What follows belongs to an exercise in optimizing a design on an open flow for small area; a production flow would make more cautious choices.
Only simulation tests tie the RTL to the original design; equivalence was not proved.
Power figures rest on the tool's default switching activity, not on a simulated workload.

the baseline:
==> flow/design.v (excerpt) <==
module ex_mem_top (
   input  logic        CLK,
   input  logic        nRST,
   input  logic [3:0]  aluop,
   input  logic [31:0] porta,
   input  logic [31:0] portb,
   input  logic [31:0] imm,
   input  logic [31:0] pcn,
   input  logic [1:0]  br_kind,
   input  logic [1:0]  memtoreg,
   input  logic        regwrite,
   input  logic        memread,
   input  logic        memwrite,
   input  logic        halt,
   input  logic [4:0]  dest,
   output logic        ex_ready,
   output logic        branch_taken,
   output logic [31:0] branch_target,
   output logic        cyc,
   output logic        stb,
   output logic        we,
   output logic [31:0] adr,
   output logic [31:0] wdata,
   output logic [3:0]  sel,
   input  logic [31:0] rdata,
   input  logic        ack,
   output logic        retire_valid,
   output logic        retire_regwrite,
   output logic        retire_halt,
   output logic [4:0]  retire_dest,
   output logic [31:0] retire_data
);
   logic        mem_q;      
   logic        squash_q;   
   logic        bubble_q;   
   logic        rw_q;       
   logic        halt_q;     
   logic        we_q;       
   logic [1:0]  mtr_q;      
   logic [4:0]  dest_q;
   logic [31:0] a_q;        
   logic [31:0] b_q;        
  ...
For scale: roughly 110 flip-flops.
==> module prefix_bk, before the edit <==
module prefix_bk #(parameter int N = 32) (
   input  logic [N-1:0] g,
   input  logic [N-1:0] p,
   input  logic         ci,
   output logic [N-1:0] c,
   output logic         pa              
);
   localparam int K = (N > 16) ? 5 : (N > 8) ? 4 : (N > 4) ? 3 : (N > 2) ? 2 : 1;
   localparam int T = 2 * K - 1;           
   logic [N-1:0] gl [T+1];
   logic [N-1:0] pl [T+1];
   assign gl[0] = {g[N-1:1], g[0] | (p[0] & ci)};
   assign pl[0] = p;
   for (genvar t = 0; t < T; t++) begin : lvl
      localparam int D = (t < K) ? (1 << t) : (1 << (T - 1 - t));
      for (genvar i = 0; i < N; i++) begin : node
         localparam bit UP = (t < K) && ((i + 1) % (2 * D) == 0);
         localparam bit DN = (t >= K) && ((i + 1) % (2 * D) == D) && (i + 1 >= 3 * D);
         if (UP || DN) begin : op
            assign gl[t+1][i] = gl[t][i] | (pl[t][i] & gl[t][i-D]);
            assign pl[t+1][i] = pl[t][i] & pl[t][i-D];
         end else begin : pass
            assign gl[t+1][i] = gl[t][i];
            assign pl[t+1][i] = pl[t][i];
         end
      end
   end
   assign c = gl[T];
   assign pa = pl[K][N-1];
endmodule
==> module adder_alu, before the edit <==
module adder_alu (
   input  logic [31:0] p,
   input  logic [31:0] g,
   input  logic        ci,
   output logic [31:0] ca,
   output logic        co,
   output logic        pa
);
   logic [31:0] c;
   prefix_bk #(32) u (.g(g), .p(p), .ci(ci), .c(c), .pa(pa));
   assign ca = {c[30:0], ci};
   assign co = c[31];
endmodule
==> module adder_br, before the edit <==
module adder_br (
   input  logic [31:0] pcn,
   input  logic [31:0] imm,
   output logic [31:0] target
);
   logic [29:0] p, g, c;
   assign p = pcn[31:2] ^ imm[29:0];
   assign g = pcn[31:2] & imm[29:0];
   prefix_bk #(30) u (.g(g), .p(p), .ci(1'b0), .c(c), .pa());
   assign target = {p ^ {c[28:0], 1'b0}, pcn[1:0]};
endmodule
==> module ex_mem_top, before the edit <==
module ex_mem_top (
   input  logic        CLK,
   input  logic        nRST,
   input  logic [3:0]  aluop,
   input  logic [31:0] porta,
   input  logic [31:0] portb,
   input  logic [31:0] imm,
   input  logic [31:0] pcn,
   input  logic [1:0]  br_kind,
   input  logic [1:0]  memtoreg,
   input  logic        regwrite,
   input  logic        memread,
   input  logic        memwrite,
   input  logic        halt,
   input  logic [4:0]  dest,
   output logic        ex_ready,
   output logic        branch_taken,
   output logic [31:0] branch_target,
   output logic        cyc,
   output logic        stb,
   output logic        we,
   output logic [31:0] adr,
   output logic [31:0] wdata,
   output logic [3:0]  sel,
   input  logic [31:0] rdata,
   input  logic        ack,
   output logic        retire_valid,
   output logic        retire_regwrite,
   output logic        retire_halt,
   output logic [4:0]  retire_dest,
   output logic [31:0] retire_data
);
   logic        mem_q;      
   logic        squash_q;   
   logic        bubble_q;   
   logic        rw_q;       
   logic        halt_q;     
   logic        we_q;       
   logic [1:0]  mtr_q;      
   logic [4:0]  dest_q;
   logic [31:0] a_q;        
   logic [31:0] b_q;        
   logic [31:0] p_q;        
   logic        is_mem, sub, cout, p_all, slt, sltu, left;
   logic [31:0] alu_b, b_x, p0, g0, carry, x_mix, pre, sh_in, sh_out, result;
   assign is_mem = memread | memwrite;
   assign alu_b = is_mem ? imm : portb;
   assign sub = aluop[3] | (aluop[2:0] == 3'd1);
   assign b_x = alu_b ^ {32{sub}};
   assign p0 = porta ^ b_x;
   assign g0 = porta & b_x;
   adder_alu u_add (.p(p0), .g(g0), .ci(sub), .ca(carry), .co(cout), .pa(p_all));
   assign sltu = !cout;
   assign slt = sltu ^ porta[31] ^ alu_b[31];
   logic en_a, en_g, en_p, en_n;
   assign en_a = !aluop[2] & !aluop[1];
   assign en_g = !aluop[2] & aluop[1];
   assign en_p = !aluop[2] & aluop[1] & !aluop[0];
   assign en_n = aluop[2] & aluop[0];
   assign x_mix = (carry & {32{en_a}}) | (g0 & {32{en_g}}) | (p0 & {32{en_p}}) | (~g0 & {32{en_n}});
   assign pre = p0 ^ x_mix;
   assign left = !aluop[0];
   for (genvar i = 0; i < 32; i++) begin : g_rev
      assign sh_in[i] = left ? alu_b[31-i] : alu_b[i];
   end
   assign sh_out = sh_in >> porta[4:0];
   logic en_pre, en_sll, en_srl;
   assign en_pre = !aluop[3] & !(aluop[2] & aluop[1]);
   assign en_sll = !aluop[3] & aluop[2] & aluop[1] & !aluop[0];
   assign en_srl = !aluop[3] & aluop[2] & aluop[1] & aluop[0];
   for (genvar i = 0; i < 32; i++) begin : g_res
      if (i == 0) begin : lsb
         assign result[i] = (pre[i] & en_pre) | (sh_out[31-i] & en_sll) | (sh_out[i] & en_srl) |
                            (aluop[3] & (aluop[0] ? sltu : slt));
      end else begin : msb
         assign result[i] = (pre[i] & en_pre) | (sh_out[31-i] & en_sll) | (sh_out[i] & en_srl);
      end
   end
   logic eq, cond;
   assign eq = sub ? p_all : (p0 == 32'b0);
   assign cond = (br_kind == 2'd3) || (br_kind == 2'd1 && eq) || (br_kind == 2'd2 && !eq);
   assign ex_ready = !mem_q;
   assign branch_taken = !mem_q && cond && !squash_q;
   adder_br u_br (.pcn(pcn), .imm(imm), .target(branch_target));
   always_ff @(posedge CLK, negedge nRST) begin
      if (!nRST) begin
         mem_q <= 1'b0;
         squash_q <= 1'b0;
         bubble_q <= 1'b1;
         rw_q <= 1'b0;
         halt_q <= 1'b0;
      end else if (mem_q) begin
         if (ack) mem_q <= 1'b0;
      end else begin
         mem_q <= is_mem && !squash_q;
         squash_q <= branch_taken;
         bubble_q <= 1'b0;
         rw_q <= regwrite && !squash_q;
         halt_q <= halt && !squash_q;
      end
   end
   always_ff @(posedge CLK) begin
      if (!mem_q) begin
         we_q <= memwrite;
         mtr_q <= memtoreg;
         dest_q <= dest;
         b_q <= portb;
         p_q <= pcn;
      end
   end
   always_ff @(posedge CLK) begin
      if (!mem_q) a_q <= result;
      else if (ack && mtr_q[0]) a_q <= rdata;
   end
   assign cyc = mem_q;
   assign stb = mem_q;
   assign we = we_q;
   assign adr = a_q;
   assign wdata = b_q;
   assign sel = 4'hf;
   assign retire_valid = !mem_q && !bubble_q;
   assign retire_regwrite = !mem_q && rw_q;
   assign retire_halt = !mem_q && halt_q;
   assign retire_dest = dest_q;
   assign retire_data = mtr_q[1] ? p_q : a_q;
endmodule
Settings: LEC_CHECK=0, CAP_MARGIN=20, CORE_MARGIN=2, CORE_UTILIZATION=40, CTS_CLUSTER_DIAMETER=100, CTS_CLUSTER_SIZE=30, SLEW_MARGIN=20; clock period 7.5 ns.
standard.sh (not shown) runs the stock make flow with config.mk's settings and CLKGATE_MAP_FILE= SYNTH_SCRIPT=/design/flow/synth_recipe.tcl, a recipe that flattens the netlist after the stock synthesis.
==> flow/flow/run.sh <==
#!/bin/bash
# The standard ORFS layout, except:
#  - synthesis maps the adders (kept as their own modules until the final flatten) with
#    abc_keep.script and the rest of the logic with the area-oriented abc.script;
#    registers, their names and all other synthesis steps are the standard flow's own
#  - every input and output port gets the smallest buffer, sky130_fd_sc_hd__buf_1
set -euo pipefail
here=$(pwd)
export MY_ABC_SCRIPT=$here/flow/abc.script
export MY_ABC_SCRIPT_KEEP=$here/flow/abc_keep.script
export BUFFER_PORTS_ARGS="-buffer_cell sky130_fd_sc_hd__buf_1"
bash standard.sh SYNTH_SCRIPT=$here/flow/synth.tcl "SYNTH_KEEP_MODULES=adder_alu adder_br" finish > orfs_make.log 2>&1
==> flow/flow/abc.script <==
strash
&get -n
&deepsyn -J 100
&put
dch -f
amap
topo
upsize -c
dnsize -c
stime -c
==> flow/flow/abc_keep.script <==
strash
&get -n
&nf
&put
topo
stime -c
==> flow/flow/synth.tcl <==
proc synth {args} { yosys synth -nofsm -noshare {*}$args }
if {[info exists ::env(MY_ABC_SCRIPT)] && $::env(MY_ABC_SCRIPT) ne ""} {
  proc abc {args} {
    set i [lsearch -exact $args -script]
    if {$i >= 0} { lset args [expr {$i + 1}] $::env(MY_ABC_SCRIPT) }
    if {[info exists ::env(SYNTH_KEEP_MODULES)] && $::env(SYNTH_KEEP_MODULES) ne ""} {
      set sargs $args
      if {$i >= 0} { lset sargs [expr {$i + 1}] [expr {[info exists ::env(MY_ABC_SCRIPT_KEEP)] ? $::env(MY_ABC_SCRIPT_KEEP) : "$::env(SCRIPTS_DIR)/abc_speed.script"}] }
      puts "abc speed on $::env(SYNTH_KEEP_MODULES)"
      yosys abc {*}$sargs {*}$::env(SYNTH_KEEP_MODULES)
      puts "abc with script $::env(MY_ABC_SCRIPT) on $::env(DESIGN_NAME)"
      yosys abc {*}$args $::env(DESIGN_NAME)
    } else {
      puts "abc with script $::env(MY_ABC_SCRIPT)"
      yosys abc {*}$args
    }
  }
}
source $::env(SCRIPTS_DIR)/synth.tcl
# left out here: clear keep_hierarchy, flatten, clean up, hide names made inside functions, write 1_2_yosys.v
Inputs modified between the baseline and the candidate:
--- a/flow/design.v
+++ b/flow/design.v
@@ -3,8 +3,7 @@
    input  logic [N-1:0] g,
    input  logic [N-1:0] p,
    input  logic         ci,
-   output logic [N-1:0] c,
-   output logic         pa              
+   output logic [N-1:0] c
 );
    localparam int K = (N > 16) ? 5 : (N > 8) ? 4 : (N > 4) ? 3 : (N > 2) ? 2 : 1;
    localparam int T = 2 * K - 1;           
@@ -27,18 +26,16 @@
       end
    end
    assign c = gl[T];
-   assign pa = pl[K][N-1];
 endmodule
 module adder_alu (
    input  logic [31:0] p,
    input  logic [31:0] g,
    input  logic        ci,
    output logic [31:0] ca,
-   output logic        co,
-   output logic        pa
+   output logic        co
 );
    logic [31:0] c;
-   prefix_bk #(32) u (.g(g), .p(p), .ci(ci), .c(c), .pa(pa));
+   prefix_bk #(32) u (.g(g), .p(p), .ci(ci), .c(c));
    assign ca = {c[30:0], ci};
    assign co = c[31];
 endmodule
@@ -50,7 +47,7 @@
    logic [29:0] p, g, c;
    assign p = pcn[31:2] ^ imm[29:0];
    assign g = pcn[31:2] & imm[29:0];
-   prefix_bk #(30) u (.g(g), .p(p), .ci(1'b0), .c(c), .pa());
+   prefix_bk #(30) u (.g(g), .p(p), .ci(1'b0), .c(c));
    assign target = {p ^ {c[28:0], 1'b0}, pcn[1:0]};
 endmodule
 `timescale 1ns/1ps
@@ -97,7 +94,7 @@
    logic [31:0] a_q;        
    logic [31:0] b_q;        
    logic [31:0] p_q;        
-   logic        is_mem, sub, cout, p_all, slt, sltu, left;
+   logic        is_mem, sub, cout, slt, sltu, left;
    logic [31:0] alu_b, b_x, p0, g0, carry, x_mix, pre, sh_in, sh_out, result;
    assign is_mem = memread | memwrite;
    assign alu_b = is_mem ? imm : portb;
@@ -105,7 +102,7 @@
    assign b_x = alu_b ^ {32{sub}};
    assign p0 = porta ^ b_x;
    assign g0 = porta & b_x;
-   adder_alu u_add (.p(p0), .g(g0), .ci(sub), .ca(carry), .co(cout), .pa(p_all));
+   adder_alu u_add (.p(p0), .g(g0), .ci(sub), .ca(carry), .co(cout));
    assign sltu = !cout;
    assign slt = sltu ^ porta[31] ^ alu_b[31];
    logic en_a, en_g, en_p, en_n;
@@ -133,7 +130,7 @@
       end
    end
    logic eq, cond;
-   assign eq = sub ? p_all : (p0 == 32'b0);
+   assign eq = (p0 == {32{sub}});
    assign cond = (br_kind == 2'd3) || (br_kind == 2'd1 && eq) || (br_kind == 2'd2 && !eq);
    assign ex_ready = !mem_q;
    assign branch_taken = !mem_q && cond && !squash_q;
- The candidate ended with less fraction of area in registers than the baseline.
- [the candidate] final cycle utilization of the critical path rose 0.84 points relative to the baseline
- The candidate vs the baseline, proportion of power drawn by combinational gates went up by 0.9 points.
- Compare the candidate and the baseline | multi-input combinational gate total higher: the candidate
- Taking the candidate over the baseline, the routed metal-1 wire length ratio works out to 1.06.
- The baseline has higher number of clock-tree buffers in the layout than the candidate.
- STATUS total non-filler cell area in the finished layout: the candidate loses against the baseline
- Looking at end-of-flow core utilization, the candidate sits 0.33 points lower than the baseline does.
- The higher count of mapped cells out of synthesis of the candidate and the baseline is in the candidate.
- Taking the baseline as the reference, in the candidate die area now sits higher; transition time of the tightest slew-check pin has increased; area after synthesis higher.

[static timing again, ports no longer ideal]
In the flow no input, the clock included, has a driving cell. The finished layouts below were timed again as built, in two steps.
Step 1 (the two cells are an assumption about what drives the block):
set clk [get_ports {CLK}]
set_driving_cell -lib_cell sky130_fd_sc_hd__clkbuf_16 $clk
set_driving_cell -lib_cell sky130_fd_sc_hd__buf_2 [delete_from_list [all_inputs] $clk]
Step 2 times the ports against the registers' clock, not the clock port: input delays grow and output delays shrink by t, the midpoint of the rising clock arrivals with the driver on.
a / b / c = ideal / step 1 / step 2; a / b = the first two.
run	t (ns)	slack for setup (ns)	worst slew at a driven data input, ns
the baseline	0.406	0.602 / 0.580 / 0.580	0.07
the candidate	0.408	0.539 / 0.516 / 0.516	0.05
After both steps every run listed still meets setup and hold. For the candidate, which loses most, drivers alone change the setup slack by -0.023 ns; drivers and shift together by -0.023 ns.
